This is an optimization exercise on Yosys and OpenROAD, whose aim is small area, not a production implementation. At most, simulation tests tie the RTL to the original design; equivalence was not proved. The RTL of run 2 was laid out without a check of its function. No driver is modelled on the clock port, so clocking that relies on it looks cheaper here than on a real chip. No activity file was given, so power comes from the tool's default toggle rates.

--- design/flow/config.mk ---
export PLATFORM = sky130hd
export DESIGN_NAME = ntrpt_cam_fifo
export DESIGN_NICKNAME = ntrpt_cam_fifo
export VERILOG_FILES = /design/flow/design.v
export SDC_FILE = /design/flow/constraint.sdc
export NUM_CORES = 4
export LEC_CHECK = 0
export CAP_MARGIN = 0
export CORE_MARGIN = 2
export CORE_UTILIZATION = 40
export SLEW_MARGIN = 0
export SYNTH_HIERARCHICAL = 1
--- design/flow/constraint.sdc ---
create_clock -name core_clock -period 6.0 [get_ports {clk}]
set_input_delay 1.2000 -clock core_clock [delete_from_list [all_inputs] [get_ports {clk}]]
set_output_delay 1.2000 -clock core_clock [all_outputs]
set_load 0.01 [all_outputs]
--- design/flow/design.v ---
`default_nettype none
package ntrpt_pkg;
  localparam int DATA_W = 32;
  localparam int DEPTH = 16;
  localparam int PTR_W = $clog2(DEPTH);
  localparam int CNT_W = $clog2(DEPTH + 1);
  localparam int CAUSE_W = 16;
  localparam logic [CAUSE_W-1:0] MTIP_CAUSE = 16'h0080;
  typedef logic [CNT_W-1:0] count_t;
  typedef logic [PTR_W:0] ptr_t;
endpackage
`default_nettype wire
`timescale 1ns/1ps
`default_nettype none
module fifo_occupancy (
  input  logic                           clk,
  input  logic                           reset,
  input  logic                           push,
  input  logic                           pop,
  output logic                           push_acc,
  output logic                           pop_acc,
  output logic [ntrpt_pkg::DEPTH-1:0]    we,
  output logic [ntrpt_pkg::DEPTH-1:0]    we_n,
  output logic [ntrpt_pkg::DEPTH-1:0]    sel,
  output logic                           pndng,
  output logic                           full
);
  logic [ntrpt_pkg::PTR_W-1:0] wr_q;
  logic [ntrpt_pkg::PTR_W-1:0] rd_q;
  logic [ntrpt_pkg::PTR_W-1:0] wr_inc;
  logic [ntrpt_pkg::PTR_W-1:0] rd_inc;
  logic                        pndng_q;
  logic                        full_q;
  assign pop_acc  = pop && pndng_q;
  assign push_acc = push && (!full_q || pop_acc);
  logic [ntrpt_pkg::PTR_W-1:0] wr_d;
  logic [ntrpt_pkg::PTR_W-1:0] rd_d;
  logic                        same_d;
  logic                        push_only;
  logic                        pop_only;
  assign wr_inc = wr_q + 1'b1;
  assign rd_inc = rd_q + 1'b1;
  assign wr_d   = push_acc ? wr_inc : wr_q;
  assign rd_d   = pop_acc  ? rd_inc : rd_q;
  assign push_only = push_acc && !pop_acc;
  assign pop_only  = pop_acc && !push_acc;
  assign same_d = (wr_d == rd_d);
  always_ff @(posedge clk or posedge reset) begin
    if (reset) begin
      wr_q    <= '0;
      rd_q    <= '0;
      pndng_q <= 1'b0;
      full_q  <= 1'b0;
    end else begin
      wr_q    <= wr_d;
      rd_q    <= rd_d;
      full_q  <= same_d && (push_only || (full_q && !pop_only));
      pndng_q <= !same_d || push_only || (full_q && !pop_only);
    end
  end
  slot_decode i_wr_dec (
    .en    (push_acc),
    .slot  (wr_q),
    .hit   (we),
    .hit_n (we_n)
  );
  slot_decode i_rd_dec (
    .en    (pndng_q),
    .slot  (rd_q),
    .hit   (sel),
    .hit_n ()
  );
  assign pndng = pndng_q;
  assign full  = full_q;
endmodule
module slot_decode (
  input  logic                           en,
  input  logic [ntrpt_pkg::PTR_W-1:0]    slot,
  output logic [ntrpt_pkg::DEPTH-1:0]    hit,
  output logic [ntrpt_pkg::DEPTH-1:0]    hit_n
);
  logic [3:0] lo;
  logic [3:0] hi;
  always_comb begin
    for (int j = 0; j < 4; j++) begin
      lo[j] = en && (slot[1:0] == 2'(j));
      hi[j] = (slot[3:2] == 2'(j));
    end
    for (int i = 0; i < ntrpt_pkg::DEPTH; i++) begin
      hit[i]   = lo[i % 4] && hi[i / 4];
      hit_n[i] = !(lo[i % 4] && hi[i / 4]);
    end
  end
endmodule
`default_nettype wire
`timescale 1ns/1ps
`default_nettype none
module store_phase (
  input  logic                          clk,
  input  logic                          reset,
  input  logic [ntrpt_pkg::DATA_W-1:0]  wr_data,
  output logic [ntrpt_pkg::DATA_W-1:0]  wr_enc,
  output logic                          phase
);
  logic phase_q;
  always_ff @(posedge clk or posedge reset) begin
    if (reset) begin
      phase_q <= 1'b0;
    end else begin
      phase_q <= !phase_q;
    end
  end
  assign wr_enc = wr_data ^ {ntrpt_pkg::DATA_W{phase_q}};
  assign phase  = phase_q;
endmodule
module shift_store (
  input  logic                                               clk,
  input  logic [ntrpt_pkg::DEPTH-1:0]                        we,
  input  logic [ntrpt_pkg::DEPTH-1:0]                        we_n,
  input  logic [ntrpt_pkg::DATA_W-1:0]                       wr_enc,
  output logic [ntrpt_pkg::DEPTH-1:0][ntrpt_pkg::DATA_W-1:0] entries
);
  always_ff @(posedge clk) begin
    for (int i = 0; i < ntrpt_pkg::DEPTH; i++) begin
      entries[i] <= ~((entries[i] | {ntrpt_pkg::DATA_W{we[i]}})
                    & (wr_enc     | {ntrpt_pkg::DATA_W{we_n[i]}}));
    end
  end
endmodule
`default_nettype wire
`timescale 1ns/1ps
`default_nettype none
module sel3_n (
  input  logic [2:0] d,
  input  logic [2:0] s,
  output logic       y_n
);
  assign y_n = !((d[0] && s[0]) || (d[1] && s[1]) || (d[2] && s[2]));
endmodule
module sel1_n (
  input  logic d,
  input  logic s,
  output logic y_n
);
  assign y_n = !(d && s);
endmodule
module read_select (
  input  logic [ntrpt_pkg::DEPTH-1:0][ntrpt_pkg::DATA_W-1:0] entries,
  input  logic [ntrpt_pkg::DEPTH-1:0]                        sel,
  input  logic                                               phase,
  input  logic                                               pndng,
  output logic [ntrpt_pkg::DATA_W-1:0]                       dout
);
  logic flip;
  assign flip = phase && pndng;
  for (genvar b = 0; b < ntrpt_pkg::DATA_W; b++) begin : g_bit
    logic [5:0] part_n;
    for (genvar g = 0; g < 5; g++) begin : g_grp
      sel3_n i_sel3 (
        .d   ({entries[3*g+2][b], entries[3*g+1][b], entries[3*g][b]}),
        .s   (sel[3*g+2:3*g]),
        .y_n (part_n[g])
      );
    end
    sel1_n i_sel1 (
      .d   (entries[15][b]),
      .s   (sel[15]),
      .y_n (part_n[5])
    );
    assign dout[b] = !(&part_n) ^ flip;
  end
endmodule
`default_nettype wire
`timescale 1ns/1ps
`default_nettype none
module cause_scan (
  input  logic                          clk,
  input  logic                          reset,
  input  logic                          push_acc,
  input  logic                          pop_acc,
  input  logic [ntrpt_pkg::DATA_W-1:0]  wr_data,
  input  logic [ntrpt_pkg::DATA_W-1:0]  head,
  output logic                          mtip
);
  ntrpt_pkg::count_t tcnt_q;
  ntrpt_pkg::count_t tgl;
  logic              inc;
  logic              dec;
  logic              up;
  logic              dn;
  assign inc = push_acc && (wr_data[ntrpt_pkg::CAUSE_W-1:0] == ntrpt_pkg::MTIP_CAUSE);
  assign dec = pop_acc  && (head[ntrpt_pkg::CAUSE_W-1:0]    == ntrpt_pkg::MTIP_CAUSE);
  assign up  = inc && !dec;
  assign dn  = dec && !inc;
  always_comb begin
    for (int k = 0; k < ntrpt_pkg::CNT_W; k++) begin
      tgl[k] = (up && (&(tcnt_q | ~ntrpt_pkg::count_t'((1 << k) - 1))))
            || (dn && !(|(tcnt_q & ntrpt_pkg::count_t'((1 << k) - 1))));
    end
  end
  always_ff @(posedge clk or posedge reset) begin
    if (reset) begin
      tcnt_q <= '0;
    end else begin
      tcnt_q <= tcnt_q ^ tgl;
    end
  end
  assign mtip = (tcnt_q != '0);
endmodule
`default_nettype wire
`timescale 1ns/1ps
`default_nettype none
module ntrpt_cam_fifo (
  input  logic              clk,
  input  logic              reset,
  input  logic              push,
  input  logic              pop,
  input  logic [31:0]       din,
  output logic [31:0]       dout,
  output logic              pndng,
  output logic              full,
  output logic              mtip
);
  logic                        push_acc;
  logic                        pop_acc;
  logic [ntrpt_pkg::DEPTH-1:0] we;
  logic [ntrpt_pkg::DEPTH-1:0] we_n;
  logic [ntrpt_pkg::DEPTH-1:0] sel;
  logic [ntrpt_pkg::DATA_W-1:0]                       wr_enc;
  logic                                               phase;
  logic [ntrpt_pkg::DEPTH-1:0][ntrpt_pkg::DATA_W-1:0] entries;
  fifo_occupancy i_occupancy (
    .clk      (clk),
    .reset    (reset),
    .push     (push),
    .pop      (pop),
    .push_acc (push_acc),
    .pop_acc  (pop_acc),
    .we       (we),
    .we_n     (we_n),
    .sel      (sel),
    .pndng    (pndng),
    .full     (full)
  );
  store_phase i_phase (
    .clk     (clk),
    .reset   (reset),
    .wr_data (din),
    .wr_enc  (wr_enc),
    .phase   (phase)
  );
  shift_store i_store (
    .clk     (clk),
    .we      (we),
    .we_n    (we_n),
    .wr_enc  (wr_enc),
    .entries (entries)
  );
  read_select i_read (
    .entries (entries),
    .sel     (sel),
    .phase   (phase),
    .pndng   (pndng),
    .dout    (dout)
  );
  cause_scan i_scan (
    .clk      (clk),
    .reset    (reset),
    .push_acc (push_acc),
    .pop_acc  (pop_acc),
    .wr_data  (din),
    .head     (dout),
    .mtip     (mtip)
  );
endmodule
`default_nettype wire
--- design/flow/flow/run.sh ---
#!/bin/bash
# Own layout flow: the standard ORFS flow (standard.sh), with
#  - port buffers of the smallest buffer cell instead of the default pick
#  - clock tree built from one buffer type with larger sink clusters,
#    and without dummy loads
set -e
cp standard.sh standard_sh_copy.log
export BUFFER_PORTS_ARGS="-buffer_cell sky130_fd_sc_hd__buf_1"
export CTS_ARGS="-sink_clustering_enable -repair_clock_nets -dont_use_dummy_load -buf_list sky130_fd_sc_hd__clkbuf_16 -sink_clustering_size 30 -sink_clustering_max_diameter 60"
export POST_CTS_TCL="$PWD/flow/clk_downsize.tcl"
export CLK_DOWNSIZE_LIMIT_PS=115
bash standard.sh > standard.log 2>&1
--- design/flow/flow/clk_downsize.tcl ---
# Post-CTS step: swap clock-tree buffers for smaller ones wherever the
# slew at every flip-flop clock pin stays under CLK_DOWNSIZE_LIMIT_PS
# (placement-estimated parasitics). Tries the smallest candidate first.
set lim_ps $::env(CLK_DOWNSIZE_LIMIT_PS)
set cands {sky130_fd_sc_hd__clkbuf_4 sky130_fd_sc_hd__clkbuf_8}

proc clk_worst_ps {} {
  set worst 0
  foreach pin [all_registers -clock_pins -edge_triggered] {
    foreach edge {rise fall} {
      foreach a {min max} {
        set ps [expr {[sta::time_ui_sta [get_property $pin slew_${a}_$edge]] * 1e12}]
        if {$ps > $worst} { set worst $ps }
      }
    }
  }
  return $worst
}

estimate_parasitics -placement
set before [clk_worst_ps]
puts "clk_downsize: worst clock-pin slew before: $before ps, limit $lim_ps ps"
if {$before <= $lim_ps} {
  # leaves first: a leaf buffer drives flip-flops directly
  set leaves {}
  set upper {}
  foreach inst [get_cells *] {
    set ref [get_property $inst ref_name]
    if {$ref eq "sky130_fd_sc_hd__clkbuf_16"} {
      if {[string match "*leaf*" [get_full_name $inst]]} { lappend leaves $inst } else { lappend upper $inst }
    }
  }
  set bufs [concat $leaves $upper]
  set n 0
  foreach inst $bufs {
    set name [get_full_name $inst]
    foreach c $cands {
      replace_cell $inst $c
      estimate_parasitics -placement
      if {[clk_worst_ps] <= $lim_ps} {
        puts "clk_downsize: $name -> $c"
        incr n
        break
      }
      replace_cell $inst sky130_fd_sc_hd__clkbuf_16
    }
  }
  estimate_parasitics -placement
  puts "clk_downsize: $n buffers downsized, worst clock-pin slew after: [clk_worst_ps] ps"
}
--- design/flow/standard.sh ---
#!/bin/bash
# synth_recipe.tcl (not shown) runs the flow's synth.tcl, then flattens the netlist and writes it again
# the make line also repeats each setting of config.mk as NAME=value (left out here)
make -C /OpenROAD-flow-scripts/flow DESIGN_CONFIG=/design/flow/config.mk WORK_HOME=/design/flow/orfs CLKGATE_MAP_FILE= SYNTH_SCRIPT=/design/flow/synth_recipe.tcl "${@:-finish}"
==> results of run 1 <==
[registers in the layout (all words and copies together), names as in the netlist]
signal and cells:
i_occupancy.pndng_q 1, i_occupancy.rd_q 4, i_occupancy.full_q 1, i_occupancy.wr_q 4, i_phase.phase_q 1, i_scan.tcnt_q 5, i_store.entries 512
[per-layer routing]
metal  track usage, %  up-vias
met3            4.708      145
met5                0        -
li1                 -     6772
met2            37.88      859
met4            7.036        2
met1            33.05     7563
[stage by stage]
step / setup WS [ns] / area (sq um) / power (mW)
after floorplan: 1.295 / 19080 / 9.418
after global placement: 1.501 / 19280 / 10.95
after detailed placement: 1.469 / 19280 / 11.13
after global routing: 0.7142 / 19800 / 13.53
final: 0.8712 / 19800 / 12.84
[critical path: stages (launching register included)]
cell,delay (ns)
sky130_fd_sc_hd__dfrtp_1,0.56
sky130_fd_sc_hd__nand3_1,0.26
sky130_fd_sc_hd__nor3_2,0.90
sky130_fd_sc_hd__buf_4,0.31
sky130_fd_sc_hd__buf_4,0.24
sky130_fd_sc_hd__a222oi_1,0.12
sky130_fd_sc_hd__and4_1,0.25
sky130_fd_sc_hd__nand3_1,0.12
sky130_fd_sc_hd__xnor2_1,0.18
sky130_fd_sc_hd__buf_1,0.24
[area by class of cell]
| type | count | area (sq um) |
|---|---|---|
| Multi-Input combinational cell | 968 | 7078 |
| Clock buffer | 34 | 520.5 |
| Inverter | 7 | 26.28 |
| Fill cell | 4509 | 27650 |
| Sequential cell | 528 | 10650 |
| Antenna cell | 1 | 2.502 |
| Tap cell | 615 | 769.5 |
| Timing Repair Buffer | 135 | 750.7 |
[power groups by stage]
| stage | Sequential, mW | Combinational (mW) | Clock [mW] |
|---|---|---|---|
| finish | 6.48 | 4.71 | 1.65 |
| global route | 6.69 | 5.04 | 1.79 |
| floorplan | 6.22 | 3.20 | 0 |
| detailed placement | 6.50 | 4.62 | 0 |
| global placement | 6.46 | 4.49 | 0 |
[path summary, 6_finish.rpt]
path	endpoint	slack, ns
max in group asynchronous	i_occupancy.full_q$_DFF_PP0_	5.18
min reg2reg	i_store.entries[501]$_DFF_P_	0.45
min in group core_clock	i_store.entries[501]$_DFF_P_	0.45
max reg2reg	i_scan.tcnt_q[3]$_DFF_PP0_	1.33
max	dout[10]	0.87
min	i_phase.phase_q$_DFF_PP0_	0.38
==> impl_summary.log, run 1 <==
INFO  metric wl_met2 = 27500 um
INFO  metric layout_commonest_cell = sky130_fd_sc_hd__dfxtp_1
INFO  metric holdCritPathClass = in2async
INFO  metric fp.dieArea = 49470 sq um
INFO  metric cp_data_arrival_time = 3.93 ns
INFO  metric drtAntennaViolNets = 0
INFO  metric placed_cells_incl_taps = 2253
INFO  metric worstRegToRegCells = 15
INFO  metric critPathRequiredTime = 4.80 ns
INFO  metric drt_iter0_markers = 2198
INFO  metric initial_antenna_violation_count = 2
INFO  metric initial_utilization = 40.22%
INFO  metric final.period_utilization = 85.48%
INFO  metric grt.total_usage = 23.90%
INFO  metric worst_hold_slack = 0.3761 ns
INFO  metric global_route_wire_length_before_repair = 93180 um
INFO  metric clock_power_share = 12.8%
INFO  metric status = no timing/DRC/antenna violations
INFO  metric m1WireLength = 25960 um
INFO  metric largest_net_degree_at_the_start_of_global_routing = 34
INFO  metric clkSlewWorstSetupHoldPaths = 0.11 ns
INFO  metric drtPass1Iterations = 9
INFO  metric cp-start-kind = flip-flop
INFO  metric row_count = 80
INFO  metric critical_path_peak_fanout = 15
INFO  metric report.final.hold_viol_count = 0
INFO  metric syn-num-nets = 1715
INFO  metric gp_routability_congestion = 0.8537
INFO  metric synth_warnings = 11
INFO  metric placeableCoreArea = 47450 sq um
INFO  metric max_clock_freq = 195.0 MHz
INFO  metric clock_insertion_delay_worst_skew = 0.77 ns
INFO  metric io_buffers = 70
INFO  metric share_seq_of_total_power = 50.5%
INFO  metric layoutNonFillerInstCount = 2288
INFO  metric timing.setup.critical_path_class = reg2out
INFO  metric setup.worst_path.end_class = output port
INFO  metric layout_common_cells = sky130_fd_sc_hd__dfxtp_1 (512), sky130_fd_sc_hd__o22ai_1 (503), sky130_fd_sc_hd__a222oi_1 (160)
INFO  metric combPwrFrac = 36.7%
INFO  metric p_leak = 6.865 nW
INFO  metric peakVddDrop = 0.2254 mV
INFO  metric vias_per_cell = 6.705
INFO  metric skew = 0.03967 ns
INFO  metric hpwl = 36350 um
INFO  metric power_report.internal_total = 7.912 mW
INFO  metric route.detailed.drc = 0
INFO  metric synth.cell_area = 19080 sq um
INFO  metric die-width = 222.4 um
INFO  metric gr-total-overflow = 0
INFO  metric die_height = 222.4 um
INFO  metric setup.worst_path.start = i_occupancy.pndng_q$_DFF_PP0_
INFO  metric final_net_count = 1715
INFO  metric syn_inst = 1674
INFO  metric setup_viol_count_final = 0
INFO  metric clock_sink_count = 528
INFO  metric worst_slew_margin_rel = 8.710%
INFO  metric avgSynthCellArea = 11.40 sq um
INFO  metric top_signal_layer_used = met5
INFO  metric layout-area-overhead-vs-synth = 3.750%
INFO  metric vias_in_the_first_global_route = 14922
INFO  metric via_count = 15341
INFO  metric clock_tree_from_tritoncts = yes
INFO  metric wire_per_inst = 26.53 um
INFO  metric wl = 60700 um
INFO  metric powerDensity = 648.4 nW/um^2
INFO  metric power.share.switching = 38.37%
INFO  metric drive_above_1_share = 9.928%
INFO  metric core_utilization_of_the_finished_layout = 41.73%
INFO  metric drv.max_cap_violation_count = 0
INFO  metric r2r_start = i_occupancy.pndng_q$_DFF_PP0_
INFO  metric timing_worst_slew_pin_value = 1.365 ns
INFO  metric unrepaired_setup_endpoints_after_global_routing = false
INFO  metric setup_tns_final = 0 ns
INFO  metric slew_viol_final = 0
INFO  metric pin_count = 71
INFO  metric wl_met3 = 5714 um
INFO  metric final_period_minus_worst_setup_slack = 5.129 ns
INFO  metric power.net_switching = 4.927 mW
==> inputs of run 2 (changes only) <==
--- a/design/flow/design.v
+++ b/design/flow/design.v
@@ -183,28 +183,23 @@
   output logic                          mtip
 );
-  ntrpt_pkg::count_t tcnt_q;
-  ntrpt_pkg::count_t tgl;
-  logic              inc;
-  logic              dec;
-  logic              up;
-  logic              dn;
+  logic [4:0] tseq_q;
+  logic [4:0] fwd;
+  logic [4:0] back;
+  logic       inc;
+  logic       dec;
   assign inc = push_acc && (wr_data[ntrpt_pkg::CAUSE_W-1:0] == ntrpt_pkg::MTIP_CAUSE);
   assign dec = pop_acc  && (head[ntrpt_pkg::CAUSE_W-1:0]    == ntrpt_pkg::MTIP_CAUSE);
-  assign up  = inc && !dec;
-  assign dn  = dec && !inc;
-  always_comb begin
-    for (int k = 0; k < ntrpt_pkg::CNT_W; k++) begin
-      tgl[k] = (up && (&(tcnt_q | ~ntrpt_pkg::count_t'((1 << k) - 1))))
-            || (dn && !(|(tcnt_q & ntrpt_pkg::count_t'((1 << k) - 1))));
-    end
-  end
+  assign fwd  = {tseq_q[3:0], !(tseq_q[4] ^ tseq_q[2])};
+  assign back = {!(tseq_q[0] ^ tseq_q[3]), tseq_q[4:1]};
   always_ff @(posedge clk or posedge reset) begin
     if (reset) begin
-      tcnt_q <= '0;
-    end else begin
-      tcnt_q <= tcnt_q ^ tgl;
-    end
-  end
-  assign mtip = (tcnt_q != '0);
+      tseq_q <= '0;
+    end else if (inc && !dec) begin
+      tseq_q <= fwd;
+    end else if (dec && !inc) begin
+      tseq_q <= back;
+    end
+  end
+  assign mtip = (tseq_q != '0);
 endmodule
 `default_nettype wire
==> run 2 against run 1 <==
Against the previous run:
- combinational power grew 2%
- global-route usage increased by 1.3 points
- utilization is 0.70 points higher
- final cell count is 0.66% lower
- flip-flop and latch count unchanged
- non-clock buffer count shrank 7
- via count grew 1.1%
- clock-buffer cell count is 1 higher
- sequential share of layout area down 0.11 points
- synthesized cell count hardly changed
- critical path type unchanged
- largest cell class unchanged
- highest routed layer is now met4
==> impl_summary.log, run 2 <==
INFO  metric registers.top_by_ff_count = i_store.entries
INFO  metric cp_data_arrival_time = 3.94 ns
INFO  metric clkSlewWorstSetupHoldPaths = 0.11 ns
INFO  metric critPathRequiredTime = 4.80 ns
INFO  metric power_report.internal_total = 7.958 mW
INFO  metric combPwrFrac = 37.0%
INFO  metric power.share.switching = 38.71%
INFO  metric syn-num-nets = 1714
INFO  metric layout_common_cells = sky130_fd_sc_hd__dfxtp_1 (512), sky130_fd_sc_hd__o22ai_1 (503), sky130_fd_sc_hd__a222oi_1 (160)
INFO  metric final_period_minus_worst_setup_slack = 5.138 ns
INFO  metric layout-area-overhead-vs-synth = 4.144%
INFO  metric peakVddDrop = 0.1916 mV
INFO  metric crit_slowest_cell = sky130_fd_sc_hd__nor2_4
INFO  metric largest_reg_flops = 512
INFO  metric initial_antenna_violation_count = 2
INFO  metric final.period_utilization = 85.63%
INFO  metric max_clock_freq = 194.6 MHz
INFO  metric rrSetupSlack = 1.20 ns
INFO  metric synth_warnings = 11
INFO  metric setup.worst_path.end_class = output port
INFO  metric timing_worst_slew_pin_value = 1.412 ns
INFO  metric worst_slew_margin_rel = 5.520%
INFO  metric layout_commonest_cell = sky130_fd_sc_hd__dfxtp_1
INFO  metric share_seq_of_total_power = 49.9%
INFO  metric final_net_count = 1706
INFO  metric hpwl = 37540 um
INFO  metric power.net_switching = 5.026 mW
INFO  metric drv.max_cap_violation_count = 0
INFO  metric wire_per_inst = 28.28 um
INFO  metric max_stage_delay = 1.01 ns
INFO  metric io_buffers = 70
INFO  metric clock_power_share = 13.1%
INFO  metric skew = 0.09080 ns
INFO  metric drtPass1Iterations = 9
INFO  metric grt.total_usage = 25.23%
INFO  metric finalPower = 12.98 mW
INFO  metric initial_utilization = 40.74%
INFO  metric drtAntennaViolNets = 0
INFO  metric p_leak = 6.841 nW
INFO  metric cp-start-kind = flip-flop
INFO  metric pin_count = 71
INFO  metric critical_path.cell_chain = nand2b_1 -> nor2_4 -> a222oi_1 -> and4_1 -> nand3_1 -> xnor2_1 -> buf_1
INFO  metric worstRegToRegCells = 13
INFO  metric report.final.hold_viol_count = 0
INFO  metric via_count = 15503
INFO  metric synth.cell_area = 19050 sq um
INFO  metric slew_viol_final = 0
INFO  metric drt_iter0_markers = 2538
INFO  metric gp_routability_congestion = 0.8259
INFO  metric row_count = 79
INFO  metric fp.dieArea = 49390 sq um
INFO  metric setup_tns_final = 0 ns
INFO  metric vias_per_cell = 6.821
INFO  metric unrepaired_setup_endpoints_after_global_routing = false
INFO  metric gr-total-overflow = 0
INFO  metric setup_viol_count_final = 0
INFO  metric largest_net_degree_at_the_start_of_global_routing = 35
INFO  metric holdCritPathClass = in2async
INFO  metric die_height = 222.2 um
INFO  metric vias_in_the_first_global_route = 14854
INFO  metric placeableCoreArea = 46750 sq um
INFO  metric regToRegEndpoint = i_scan.tseq_q[4]$_DFFE_PP0P_
INFO  metric crit_buf_inv = 1
INFO  metric timing.setup.critical_path_class = reg2out
INFO  metric drive_above_1_share = 9.970%
INFO  metric clock_sink_count = 528
INFO  metric route.detailed.drc = 0
INFO  metric powerDensity = 654.5 nW/um^2
INFO  metric layout_top_registers = i_store.entries (512), i_scan.tseq_q (5)
INFO  metric clock_insertion_delay_worst_skew = 0.74 ns
INFO  metric avgSynthCellArea = 11.37 sq um
INFO  metric die-width = 222.2 um
INFO  metric status = no timing/DRC/antenna violations
INFO  metric r2r_start = i_occupancy.rd_q[0]$_DFF_PP0_
INFO  metric critical-path-top-delay-family = simple AND/OR/NAND/NOR gates
INFO  metric syn_inst = 1675
INFO  metric critical_path_peak_fanout = 32
INFO  metric clock_tree_from_tritoncts = yes
INFO  metric global_route_wire_length_before_repair = 96630 um
INFO  metric wl = 64270 um
## run 2: how the worst max path moves through the flow
stage	from	endpoint	slack, ns	cells past startpoint
final	i_occupancy.rd_q[0]$_DFF_PP0_	dout[0]	0.86	7
after global routing	i_occupancy.rd_q[0]$_DFF_PP0_	dout[20]	0.80	7
after detailed placement	i_occupancy.rd_q[0]$_DFF_PP0_	i_scan.tseq_q[4]$_DFFE_PP0P_	1.48	13
after global placement	i_occupancy.rd_q[0]$_DFF_PP0_	i_scan.tseq_q[4]$_DFFE_PP0P_	1.64	13
after floorplan	i_occupancy.pndng_q$_DFF_PP0_	i_scan.tseq_q[4]$_DFFE_PP0P_	1.24	12
## run 2: area by class of cell
cell class	instances	area [sq um]
Sequential cell	528	10650
Fill cell	4391	26910
Antenna cell	1	2.502
Timing Repair Buffer	128	698.2
Tap cell	607	759.5
Multi-Input combinational cell	968	7154
Inverter	6	22.52
Clock buffer	35	550.5
## run 2: through the flow
step	cells	hold WS (ns)	util (%)	cell area, sq um	worst slack (ns)
final	2273	0.3803	42.43	19840	0.8620
after global placement	2237	0.4296	41.25	19290	1.635
after global routing	2273	0.3331	42.43	19840	0.8008
after floorplan	1675	0.4213	-	19050	1.240
after detailed placement	2237	0.4373	41.25	19290	1.478
## run 2: power groups by stage
stage | logic [mW] | clock network (mW) | registers [mW]
after floorplan | 3.20 | 0 | 6.22
after global placement | 4.61 | 0 | 6.48
after detailed placement | 4.72 | 0 | 6.50
after global routing | 5.12 | 1.85 | 6.69
final | 4.81 | 1.70 | 6.48
## run 2: layer usage
layer | vias up | share of wire [%] | track usage (%)
li1 | 6763 | - | -
met1 | 7602 | 42 | 35.66
met2 | 998 | 42 | 36.55
met3 | 140 | 12 | 7.115
met4 | 0 | 3.2 | 9.263
met5 | - | 0 | 0

==> re-timing with driven ports <==
In the flow no input, the clock included, has a driving cell. The finished layouts below were timed again as built, in two steps. Step 1 sets driving cells, clkbuf_16 on the clock port and buf_2 on the other inputs (assumed; they add their load-dependent delay and slew). Step 2 times the ports against the registers' clock, not the clock port: input delays grow and output delays shrink by t, the midpoint of the rising clock arrivals with the driver on. Three values: ideal ports, drivers, drivers and shift; two values: the first two.
run	t (ns)	slack for setup (ns)	worst data-port slew with drivers (ns)
run 1	0.788	0.871 / 0.823 / 1.326	0.03
run 2	0.766	0.862 / 0.814 / 1.200	0.04
After both steps every run listed still meets setup and hold.
